This is an optimization exercise on Yosys and OpenROAD, whose aim is small area, a short achievable clock period and few clock cycles per item, not a production implementation.
The RTL was checked by simulation tests, not by an equivalence proof against the original design.
Power figures rest on the tool's default switching activity, not on a simulated workload.

## cursor_line_editor_top
module cursor_line_editor_top #(
	parameter int LINE_CAPACITY = 64
) (
	input  logic        clk,
	input  logic        arst_n,
	input  logic        req_valid,
	output logic        req_stall,
	input  logic [8:0]  req_word,
	output logic        rsp_valid,
	input  logic        rsp_stall,
	output logic [18:0] rsp_word
);
	localparam int N  = LINE_CAPACITY;
	localparam int AW = $clog2(N);
	localparam int LW = $clog2(N + 1);
	localparam int DW = LW + 1;
	logic          hv_q;
	logic [7:0]    hkey_q;
	logic          h_read_q, h_left_q, h_right_q, h_del_q, h_bksp_q, h_home_q, h_end_q, h_ins_q;
	logic [7:0]    cells [N];
	logic [LW-1:0] len_q;
	logic [LW-1:0] cur_q;
	logic          ovf_q;
	logic          at_end_q;    
	logic          at_zero_q;   
	logic          busy_q;      
	logic          first_q;     
	logic [AW-1:0] rd_q;        
	logic [7:0]    rdh_q;       
	logic [7:0]    rdl_q;       
	logic [LW-1:0] rem_q;       
	logic [DW-1:0] dif_q;       
	logic          lt_rd_q;     
	logic          le_rd_q;     
	logic          rsp_valid_q;
	logic [18:0]   rsp_q;
	logic full;
	assign full = len_q[LW-1];
	logic m_ins, m_del, m_bk, streaming, ok, ek, er, fire;
	assign m_ins     = h_ins_q && !full;
	assign m_del     = h_del_q && !at_end_q;
	assign m_bk      = h_bksp_q && !at_zero_q;
  ...
Size: roughly 610 flip-flops, roughly 34 I/O pins, roughly 34000 sq um of cells after synthesis.
export LEC_CHECK = 0
export ABC_CLOCK_PERIOD_IN_PS = 3000
export CAP_MARGIN = 10
export CORE_MARGIN = 2
export CORE_UTILIZATION = 40
export PLACE_DENSITY = 0.6
export SETUP_SLACK_MARGIN = 1.6
export SLEW_MARGIN = 10
export TNS_END_PERCENT = 5
create_clock -name core_clock -period 4.5 [get_ports {clk}]
run.sh (not shown) runs the stock make flow with config.mk's settings and CLKGATE_MAP_FILE= SYNTH_SCRIPT=/design/flow/synth_recipe.tcl, a recipe that flattens the netlist after the stock synthesis.
Testbench counts at the start, summed over its fixed seeds: cycles 46,842, items 12,000.
Edit:
--- a/flow/design.v
+++ b/flow/design.v
@@ -34,16 +34,18 @@
 );
 	localparam int N  = LINE_CAPACITY;
 	localparam int AW = $clog2(N);
 	localparam int LW = $clog2(N + 1);
 	localparam int DW = LW + 1;
 	logic          hv_q;
 	logic [7:0]    hkey_q;
 	logic          h_read_q, h_left_q, h_right_q, h_del_q, h_bksp_q, h_home_q, h_end_q, h_ins_q;
+	logic          sv_q;
+	logic [8:0]    sw_q;
 	logic [7:0]    cells [N];
 	logic [LW-1:0] len_q;
 	logic [LW-1:0] cur_q;
 	logic          ovf_q;
 	logic          at_end_q;    
 	logic          at_zero_q;   
 	logic          busy_q;      
 	logic          first_q;     
@@ -219,44 +221,49 @@
 			if (h_end_q) begin at_end_n = 1'b1; at_zero_n = len_is0; end
 			if (mv_l) begin at_end_n = 1'b0; at_zero_n = cur_is1; end
 			if (mv_r) begin at_end_n = a_is1; at_zero_n = 1'b0; end
 			if (m_del) at_end_n = a_is1;
 			if (m_bk) at_zero_n = cur_is1;
 			if (m_ins) at_zero_n = 1'b0;
 		end
 	end
-	logic       take_in;
+	logic accept, take_s, take_in;
 	logic [8:0] hw_n;
-	assign req_stall = hv_q && !fire;
-	assign take_in   = req_valid && !req_stall;
-	assign hw_n      = req_word;
+	assign accept    = req_valid && !sv_q;
+	assign take_s    = sv_q && (!hv_q || fire);
+	assign take_in   = accept && (!hv_q || fire);
+	assign hw_n      = sv_q ? sw_q : req_word;
+	assign req_stall = sv_q;
 	assign rsp_valid = rsp_valid_q;
 	assign rsp_word  = rsp_q;
 	always_ff @(posedge clk or negedge arst_n) begin
 		if (!arst_n) begin
 			hv_q        <= 1'b0;
+			sv_q        <= 1'b0;
 			len_q       <= '0;
 			cur_q       <= '0;
 			ovf_q       <= 1'b0;
 			at_end_q    <= 1'b1;
 			at_zero_q   <= 1'b1;
 			busy_q      <= 1'b0;
 			first_q     <= 1'b0;
 			rd_q        <= '0;
 			rdh_q       <= 8'd1;
 			rdl_q       <= 8'd1;
 			rem_q       <= '0;
 			dif_q       <= '0;
 			lt_rd_q     <= 1'b0;
 			le_rd_q     <= 1'b1;
 			rsp_valid_q <= 1'b0;
 		end else begin
-			if (take_in) hv_q <= 1'b1;
+			if (take_s || take_in) hv_q <= 1'b1;
 			else if (fire) hv_q <= 1'b0;
+			if (take_s) sv_q <= 1'b0;
+			else if (accept && hv_q && !fire) sv_q <= 1'b1;
 			if (load) rsp_valid_q <= 1'b1;
 			else if (!rsp_stall) rsp_valid_q <= 1'b0;
 			busy_q  <= busy_n;
 			first_q <= first_n;
 			rd_q    <= rd_n;
 			rdh_q   <= 8'd1 << rd_n[5:3];
 			rdl_q   <= 8'd1 << rd_n[2:0];
 			if (act) rem_q <= ({LW{busy_q && load}} & rem_m1) | ({LW{busy_q && !load}} & rem_q) |
@@ -269,17 +276,18 @@
 			at_end_q  <= at_end_n;
 			at_zero_q <= at_zero_n;
 			dif_q     <= dif_n;
 			lt_rd_q   <= lt_rd_n;
 			le_rd_q   <= le_rd_n;
 		end
 	end
 	always_ff @(posedge clk) begin
-		if (take_in) begin
+		if (accept && hv_q && !fire) sw_q <= req_word;
+		if (take_s || take_in) begin
 			hkey_q    <= hw_n[7:0];
 			h_read_q  <= hw_n[8];
 			h_left_q  <= !hw_n[8] && (hw_n[7:0] == cle_pkg::KEY_LEFT);
 			h_right_q <= !hw_n[8] && (hw_n[7:0] == cle_pkg::KEY_RIGHT);
 			h_del_q   <= !hw_n[8] && (hw_n[7:0] == cle_pkg::KEY_DEL);
 			h_bksp_q  <= !hw_n[8] && (hw_n[7:0] == cle_pkg::KEY_BKSP);
 			h_home_q  <= !hw_n[8] && (hw_n[7:0] == cle_pkg::KEY_HOME);
 			h_end_q   <= !hw_n[8] && (hw_n[7:0] == cle_pkg::KEY_END);
What happened:
- The new run produced a layout that fails on capacitance limit, slew limit
- power increases by 13%
- global-route usage increases by 2.8 points
- via count increases by 6.4%
- worst hold slack improved by 5.8 ps
- synthesized cell count increases by 4.9%
- worst setup slack got worse by 41 ps
- die area increases by about 8%
- flip-flop and latch count increases by 10
- routed wire length increases by about 16%
- combinational power increases by about 30%
- core utilization is about the same
Testbench counts after the change, summed over its fixed seeds: cycles 46,842, items 12,000.


== zinc ==
cursor_line_editor_top, a different RTL version from the one above (not shown whole).
Size in the first run: roughly 630 flip-flops, roughly 34 I/O pins.
Settings: LEC_CHECK=0, ABC_CLOCK_PERIOD_IN_PS=3000, CAP_MARGIN=10, CORE_MARGIN=2, CORE_UTILIZATION=40, PLACE_DENSITY=0.6, SETUP_SLACK_MARGIN=1.6, SLEW_MARGIN=10, TNS_END_PERCENT=5; clock period 4.5 ns.
Testbench counts of zinc, summed over its fixed seeds: cycles 46,842, items 12,000.
The following lists how onyx was set up differently from zinc:
--- a/flow/design.v
+++ b/flow/design.v
@@ -35,14 +35,16 @@
 	localparam int N  = LINE_CAPACITY;
 	localparam int AW = $clog2(N);
 	localparam int LW = $clog2(N + 1);
 	localparam int DW = LW + 1;
 	logic          hv_q;
 	logic [7:0]    hkey_q;
 	logic          h_read_q, h_left_q, h_right_q, h_del_q, h_bksp_q, h_home_q, h_end_q, h_ins_q;
+	logic          sv_q;
+	logic [8:0]    sw_q;
 	logic [7:0]    cells [N];
 	logic [LW-1:0] len_q;
 	logic [LW-1:0] cur_q;
 	logic          ovf_q;
 	logic          at_end_q;    
 	logic          at_zero_q;   
 	logic [8:0]    gth_q;
@@ -223,24 +225,27 @@
 			if (mv_l) begin at_end_n = 1'b0; at_zero_n = cur_is1; end
 			if (mv_r) begin at_end_n = a_is1; at_zero_n = 1'b0; end
 			if (m_del) at_end_n = a_is1;
 			if (m_bk) at_zero_n = cur_is1;
 			if (m_ins) at_zero_n = 1'b0;
 		end
 	end
-	logic       take_in;
+	logic accept, take_s, take_in;
 	logic [8:0] hw_n;
-	assign req_stall = hv_q && !fire;
-	assign take_in   = req_valid && !req_stall;
-	assign hw_n      = req_word;
+	assign accept    = req_valid && !sv_q;
+	assign take_s    = sv_q && (!hv_q || fire);
+	assign take_in   = accept && (!hv_q || fire);
+	assign hw_n      = sv_q ? sw_q : req_word;
+	assign req_stall = sv_q;
 	assign rsp_valid = rsp_valid_q;
 	assign rsp_word  = rsp_q;
 	always_ff @(posedge clk or negedge arst_n) begin
 		if (!arst_n) begin
 			hv_q        <= 1'b0;
+			sv_q        <= 1'b0;
 			len_q       <= '0;
 			cur_q       <= '0;
 			gth_q       <= 9'h1FE;
 			eqh_q       <= 9'h001;
 			gel_q       <= 8'hFF;
 			ovf_q       <= 1'b0;
 			at_end_q    <= 1'b1;
@@ -252,16 +257,18 @@
 			rdl_q       <= 8'd1;
 			rem_q       <= '0;
 			dif_q       <= '0;
 			lt_rd_q     <= 1'b0;
 			le_rd_q     <= 1'b1;
 			rsp_valid_q <= 1'b0;
 		end else begin
-			if (take_in) hv_q <= 1'b1;
+			if (take_s || take_in) hv_q <= 1'b1;
 			else if (fire) hv_q <= 1'b0;
+			if (take_s) sv_q <= 1'b0;
+			else if (accept && hv_q && !fire) sv_q <= 1'b1;
 			if (load) rsp_valid_q <= 1'b1;
 			else if (!rsp_stall) rsp_valid_q <= 1'b0;
 			busy_q  <= busy_n;
 			first_q <= first_n;
 			rd_q    <= rd_n;
 			rdh_q   <= 8'd1 << rd_n[5:3];
 			rdl_q   <= 8'd1 << rd_n[2:0];
@@ -281,15 +288,16 @@
 			at_zero_q <= at_zero_n;
 			dif_q     <= dif_n;
 			lt_rd_q   <= lt_rd_n;
 			le_rd_q   <= le_rd_n;
 		end
 	end
 	always_ff @(posedge clk) begin
-		if (take_in) begin
+		if (accept && hv_q && !fire) sw_q <= req_word;
+		if (take_s || take_in) begin
 			hkey_q    <= hw_n[7:0];
 			h_read_q  <= hw_n[8];
 			h_left_q  <= !hw_n[8] && (hw_n[7:0] == cle_pkg::KEY_LEFT);
 			h_right_q <= !hw_n[8] && (hw_n[7:0] == cle_pkg::KEY_RIGHT);
 			h_del_q   <= !hw_n[8] && (hw_n[7:0] == cle_pkg::KEY_DEL);
 			h_bksp_q  <= !hw_n[8] && (hw_n[7:0] == cle_pkg::KEY_BKSP);
 			h_home_q  <= !hw_n[8] && (hw_n[7:0] == cle_pkg::KEY_HOME);
Notes after the runs:
Per the final summary, zinc finished and its layout is clean on timing, DRC and antenna.
onyx completed end to end with timing, DRC and antenna clean.
NOTE clock power zinc->onyx increased by a little under 10%
Number of placement rows: higher on onyx
Run comparison: onyx cell at the slowest stage of the critical path a222oi_1; zinc cell at the slowest stage of the critical path dfstp_2
Summary of onyx over zinc: net count reported at finish rose about 4.6%, depth of the most critical reg-to-reg path rose 1, post-route total power rose 21%.
In the reports for onyx and zinc, the larger sequential power belongs to zinc.
On async set-or-reset flop fraction in the synthesized netlist, onyx and zinc are basically level.
Comparing post-route cell area for onyx and zinc, the smaller number came from zinc.
onyx ends up with higher utilization than zinc does.
Testbench counts of onyx, summed over its fixed seeds: cycles 46,842, items 12,000.

re-timing with driven ports:
In the flow no input, the clock included, has a driving cell. The finished layouts below were timed again as built, in two steps. Step 1 sets driving cells, clkbuf_16 on the clock port and buf_2 on the other inputs (assumed; they add their load-dependent delay and slew). Step 2 times the ports against the registers' clock, not the clock port: input delays grow and output delays shrink by t, the midpoint of the rising clock arrivals with the driver on. Three values: no drivers, after step 1, after step 2; two values: the first two.
run	t (ns)	slack for setup (ns)	latest minus earliest clock arrival (ns)	pins driven straight from the clock port
the first run of note 1	0.703	1.301 / 1.301 / 1.079	0.040 / 0.039	1
the second run of note 1	0.736	1.260 / 1.260 / 1.161	0.033 / 0.033	1
zinc	0.708	1.206 / 1.206 / 0.875	0.037 / 0.037	1
onyx	0.738	1.183 / 1.183 / 0.871	0.039 / 0.039	1
The setup slack of zinc, which loses most, moves by 0.000 ns with the drivers and by -0.331 ns with both steps.
